Source: an optimization exercise on an open RTL-to-GDS flow (aim: small area, a short achievable clock period and few clock cycles per item). Production flows keep margins and buffers that such runs may drop. The RTL was checked by simulation tests, not by an equivalence proof against the original design.

<file path="design/flow/config.mk">
export PLATFORM = sky130hd
export DESIGN_NAME = hlsm_dp_param
export DESIGN_NICKNAME = hlsm_dp_param
export VERILOG_FILES = /design/flow/design.v
export SDC_FILE = /design/flow/constraint.sdc
export NUM_CORES = 4
export LEC_CHECK = 0
export CAP_MARGIN = 20
export CORE_MARGIN = 2
export CORE_UTILIZATION = 40
export SLEW_MARGIN = 20
</file>
<file path="design/flow/constraint.sdc">
create_clock -name core_clock -period 12.5 [get_ports {Clk}]
set_input_delay 2.5000 -clock core_clock [delete_from_list [all_inputs] [get_ports {Clk}]]
set_output_delay 2.5000 -clock core_clock [all_outputs]
set_load 0.01 [all_outputs]
</file>
<file path="design/flow/design.v">
module hlsm_dp_param #(
  parameter int unsigned DATA_WIDTH = 32,
  parameter bit          SIGNED     = 1'b0,
  parameter int unsigned MUL_LAT    = 1
) (
  input  logic                  Clk,
  input  logic                  Rst,
  input  logic                  Start,
  input  logic [DATA_WIDTH-1:0] a,
  input  logic [DATA_WIDTH-1:0] b,
  input  logic [DATA_WIDTH-1:0] c,
  output logic                  Busy,
  output logic                  Done,
  output logic [DATA_WIDTH-1:0] z,
  output logic [DATA_WIDTH-1:0] x,
  output logic                  Ovf
);
  localparam int unsigned W  = DATA_WIDTH;
  localparam int unsigned PW = 2 * DATA_WIDTH;
  localparam int unsigned CW = (MUL_LAT > 1) ? $clog2(MUL_LAT) : 1;
  typedef enum logic [2:0] {
    START_WAIT = 3'd0,
    S_ADD      = 3'd1,
    S_MUL      = 3'd2,
    S_CMP      = 3'd3,
    S_SEL      = 3'd4,
    S_OUT      = 3'd5,
    FINAL      = 3'd6
  } state_t;
  state_t state, state_n;
  logic [W-1:0]  ar, br, cr;
  logic [W-1:0]  d, e, f;
  logic [W-1:0]  zrin, xrin;
  logic          g;
  logic [CW-1:0] cnt;
  logic ld_ops, ld_add, ld_mul, dec_mul, ld_cmp, ld_sel, ld_out, ld_fin;
  function automatic logic [W:0] ext1(input logic [W-1:0] v);
    ext1 = SIGNED ? {v[W-1], v} : {1'b0, v};
  endfunction
  function automatic logic [PW-1:0] ext2(input logic [W-1:0] v);
    ext2 = SIGNED ? {{W{v[W-1]}}, v} : {{W{1'b0}}, v};
  endfunction
  logic [W:0]    sum_d, sum_e, diff_x;
  logic [PW-1:0] prod;
  logic          ovf_d, ovf_e, ovf_p, ovf_x, gt;
  assign sum_d  = ext1(ar) + ext1(br);
  assign sum_e  = ext1(ar) + ext1(cr);
  assign prod   = ext2(ar) * ext2(cr);
  assign diff_x = ext1(f) - ext1(d);
  assign ovf_d  = (sum_d  != ext1(sum_d[W-1:0]));
  assign ovf_e  = (sum_e  != ext1(sum_e[W-1:0]));
  assign ovf_p  = (prod   != ext2(prod[W-1:0]));
  assign ovf_x  = (diff_x != ext1(diff_x[W-1:0]));
  assign gt     = ($signed(ext1(d)) > $signed(ext1(e)));
  always_ff @(posedge Clk or posedge Rst) begin
    if (Rst) state <= START_WAIT;
    else     state <= state_n;
  end
  always_comb begin
    state_n = state;
    case (state)
      START_WAIT: if (Start) state_n = S_ADD;
      S_ADD:      state_n = S_MUL;
      S_MUL:      if (cnt == '0) state_n = S_CMP;
      S_CMP:      state_n = S_SEL;
      S_SEL:      state_n = S_OUT;
      S_OUT:      state_n = FINAL;
      FINAL:      state_n = START_WAIT;
      default:    state_n = START_WAIT;
    endcase
  end
  always_comb begin
    ld_ops  = 1'b0;
    ld_add  = 1'b0;
    ld_mul  = 1'b0;
    dec_mul = 1'b0;
    ld_cmp  = 1'b0;
    ld_sel  = 1'b0;
    ld_out  = 1'b0;
    ld_fin  = 1'b0;
    case (state)
      START_WAIT: ld_ops = Start;
      S_ADD:      ld_add = 1'b1;
      S_MUL: begin
        ld_mul  = (cnt == '0);
        dec_mul = (cnt != '0);
      end
      S_CMP:      ld_cmp = 1'b1;
      S_SEL:      ld_sel = 1'b1;
      S_OUT:      ld_out = 1'b1;
      FINAL:      ld_fin = 1'b1;
      default:    ld_ops = 1'b0;
    endcase
  end
  always_ff @(posedge Clk or posedge Rst) begin
    if (Rst) begin
      ar   <= '0;
      br   <= '0;
      cr   <= '0;
      d    <= '0;
      e    <= '0;
      f    <= '0;
      g    <= 1'b0;
      zrin <= '0;
      xrin <= '0;
      cnt  <= '0;
      z    <= '0;
      x    <= '0;
      Done <= 1'b0;
      Busy <= 1'b0;
      Ovf  <= 1'b0;
    end else begin
      if (ld_ops) begin
        ar   <= a;
        br   <= b;
        cr   <= c;
        Done <= 1'b0;
        Busy <= 1'b1;
        Ovf  <= 1'b0;
      end
      if (ld_add) begin
        d   <= sum_d[W-1:0];
        e   <= sum_e[W-1:0];
        cnt <= CW'(MUL_LAT - 1);
        Ovf <= Ovf | ovf_d | ovf_e;
      end
      if (dec_mul) cnt <= cnt - CW'(1);
      if (ld_mul) begin
        f   <= prod[W-1:0];
        Ovf <= Ovf | ovf_p;
      end
      if (ld_cmp) g <= gt;
      if (ld_sel) begin
        zrin <= g ? d : e;
        xrin <= diff_x[W-1:0];
        Ovf  <= Ovf | ovf_x;
      end
      if (ld_out) begin
        z <= zrin;
        x <= xrin;
      end
      if (ld_fin) begin
        Done <= 1'b1;
        Busy <= 1'b0;
      end
    end
  end
endmodule
</file>
<file path="design/flow/run.sh">
#!/bin/bash
# synth_recipe.tcl (not shown) runs the flow's synth.tcl, then flattens the netlist and writes it again
# the make line also repeats each setting of config.mk as NAME=value (left out here)
make -C /OpenROAD-flow-scripts/flow DESIGN_CONFIG=/design/flow/config.mk WORK_HOME=/design/flow/orfs CLKGATE_MAP_FILE= SYNTH_SCRIPT=/design/flow/synth_recipe.tcl finish
</file>
==> run summary <==
fill count 12354; HPWL after DPL 115000 µm; Post-Route Setup TNS 0 ns; Crit Path Max Fanout 23; syn_area_per_cell 9.47 µm²; simple-gate share of the synthesized area 0.157; Setup violations, final 0; initial cell density of the core 0.404; Area Growth Syn to Fin 8.75%; DIE HEIGHT 360 µm; vias per inst 5.28; M2 GR Usage 0.391; Post-synth EDFFs 0; post_cts resized 0; Synth Flop Type dfrtp_1; flops & latches, synth 328; hold-fix buffers at CTS 0; R2R cell count 27; status timing/DRC/antenna clean; Reg-to-Reg End Ovf; Slew Limit Fails 0; fin cells 7038; Yosys top cell by area fa_1; clock skew 0.0363 ns; vias in the first global route 40009; global route total overflow 0; cell count after synthesis 5367; global routing usage on met1 0.296; asr flop ratio synth 1.00; Die ar. 130000 µm²; width of the chip 360 µm; Tcrit/Tclk final 0.766; required time of the worst setup path 12.95 ns; crit path launch cr[18]; r2r setup slk 2.92 ns; initial antenna violation count 7; slowest stage delay, CP 0.76 ns; top cells by area, synth fa_1 (35%), dfrtp_1 (16%), ha_1 (9.7%); Rel. slew slack 0.237; GP Congestion 0.954; DR vias 37162; Netlist cell types 78; Starting DRT DRC Count 2496; clk sinks 328; port bufs 165; layout cells sized above 1 0.0629; syn_nets 6757; largest family of logic cells by synthesized area adder cells; Critical Path Sink Ovf; clk root buf clkbuf_16; final core occ 0.439; TritonCTS clock tree yes; max cap viols 0; GRT Max-Usage Layer met2; Boundary Pins 166; post-synthesis mux area share 0.0449; Worst-Skew Late Latency 0.58 ns; Max clock buf depth 3; CP startpoint kind flop; sequential share of the synthesized area 0.162; CTS Buf Count 36; worst setup path class reg -> reg; Pre-Repair DR Iteration Count 6; Post-Syn Area 50800 µm²; core area 126000 µm²; post-route ant nets 0; fraction of the mapped netlist area in adder cells 0.451; row cnt 130; met3 Use GR 0.0291; Total GRT Usage 0.226; final hold vios 0; fmax 0.104 GHz; first-pass GRT wire length 230000 µm; # DRC 0; fraction of synthesized cell area in xor and xnor cells 0.0207; most frequent cells after synthesis fa_1 (898), inv_1 (853), nand2_1 (706); fin crit period 9.58 ns; count leader, synth fa_1; Slowest-stage cell, CP a311oi_2; clk slew on worst S/H paths 0.07 ns; top cell type's share of synthesized area 0.354; H-tree depth 2; RSZ-0062 raised after global routing no; worst slew pin tran 1.14 ns; compound-gate portion of the synthesized area 0.0811; pin count of the biggest net entering global routing 152; CP Capture Type flop; final wirelength 144000 µm; Post-CTS Setup Bufs 0; CP arrival 10.03 ns; Tightest Hold Check Type reg -> reg; Warnings, synthesis 1; FF-to-FF Start cr[18]; CP dominant cell by count fa_1; placed insts 6970; final net count 6748; Wirelength per Cell 20.4 µm
## critical path, delay by kind of cell, from the launching register on
family,cells,cell delay [ns]
compound gates,4,2.07
buf+inv,7,0.71
simple gates,6,1.29
fa+ha+maj,9,4.42
flops,1,0.65
xor+xnor,1,0.26
## stage by stage
stage,area (µm²),hold slack [ns],setup slack [ns]
5_1_grt,55300,0.481,2.67
6_report,55300,0.474,2.92
3_5_place_dp,54000,0.466,3.08
2_1_floorplan,50800,0.435,0.917
4_1_cts,55300,0.480,3.00
3_3_place_gp,54000,0.454,2.99
## cells by family after synthesis
logic type                 count (synthesis)
muxes                                    207
xor gates and xnor gates                 120
AOI/OAI and AO/OA                        675
DFF                                      328
and+or+nand+nor                         1607
buffers and inverters                   1139
adders and majority gates               1291
## routing by layer
metal	wire [µm]	up-vias
met4	4800	0
met1	60700	19271
li1	-	16755
met2	71000	913
met3	7350	223
met5	0	-
## registers in the layout, indices dropped and copies added (netlist names)
name	count
d	32
f	32
br	32
Ovf	1
state	3
x	32
cnt	1
Done	1
ar	32
xrin	32
e	32
cr	32
g	1
z	32
zrin	32
Busy	1
## placed cells by master (no fill, tap or decap), types with 16 or more instances in the layout
cell type	synthesis	layout
nand4_1	41	41
xnor2_1	61	61
a21oi_1	170	170
nor3_1	36	36
nor2b_1	21	21
inv_1	853	852
fa_1	898	898
clkbuf_16	0	36
dfrtp_1	328	323
a31oi_1	16	16
nand2b_1	28	27
o21bai_1	26	26
nor2_1	103	102
xor2_1	59	59
nand2_1	706	706
buf_4	0	73
clkdlybuf4s50_1	0	165
o21ai_0	250	250
mux2_2	167	167
nand3_1	35	35
o21a_1	30	30
mux2i_1	40	40
a21o_1	47	47
and2_1	574	574
ha_1	393	393
## worst min path at each step
stage                         from  endpoint  cells past startpoint
after floorplan           xrin[12]  xrin[12]                      2
after global placement     xrin[7]   xrin[7]                      2
after detailed placement   xrin[4]   xrin[4]                      1
after CTS                  xrin[4]   xrin[4]                      1
after global routing       xrin[4]   xrin[4]                      1
final                      xrin[1]   xrin[1]                      2
## cell type report
cell class	instances	area, µm²	share of cell area
multi-input combinational	3900	38300	0.694
tap	1650	2060	0.0374
clock buffer	47	1030	0.0187
sequential	328	8210	0.149
timing repair buffer	239	2220	0.0402
antenna	2	5.00	0.0000906
inverter	853	3210	0.0581
clock inverter	19	176	0.00319
Testbench counts, summed over its fixed seeds: cycles 16,800, items 2,400.

-- what the ideal ports hide --
No port has a modelled driver above. Below, the same layout with a new extraction and two added sets of constraints. Step 1 assumes that a clkbuf_16 drives the clock port and a buf_2 every other input. Step 2 moves the port delays by t, midway between the first and last clock arrival at a register: inputs arrive t later, outputs are due t later. That takes back most of the time a late clock gives input paths. a / b / c = ideal / step 1 / step 2; a / b = the first two.
shift t [ns]: 0.621
setup WS [ns]: 2.921 / 2.921 / 2.921
worst hold slack (ns): 0.474 / 0.474 / 0.474
latest minus earliest clock arrival (ns): 0.036 / 0.037
After both steps this run still meets setup and hold. For this run, drivers alone change the setup slack by 0.000 ns; drivers and shift together by 0.000 ns.
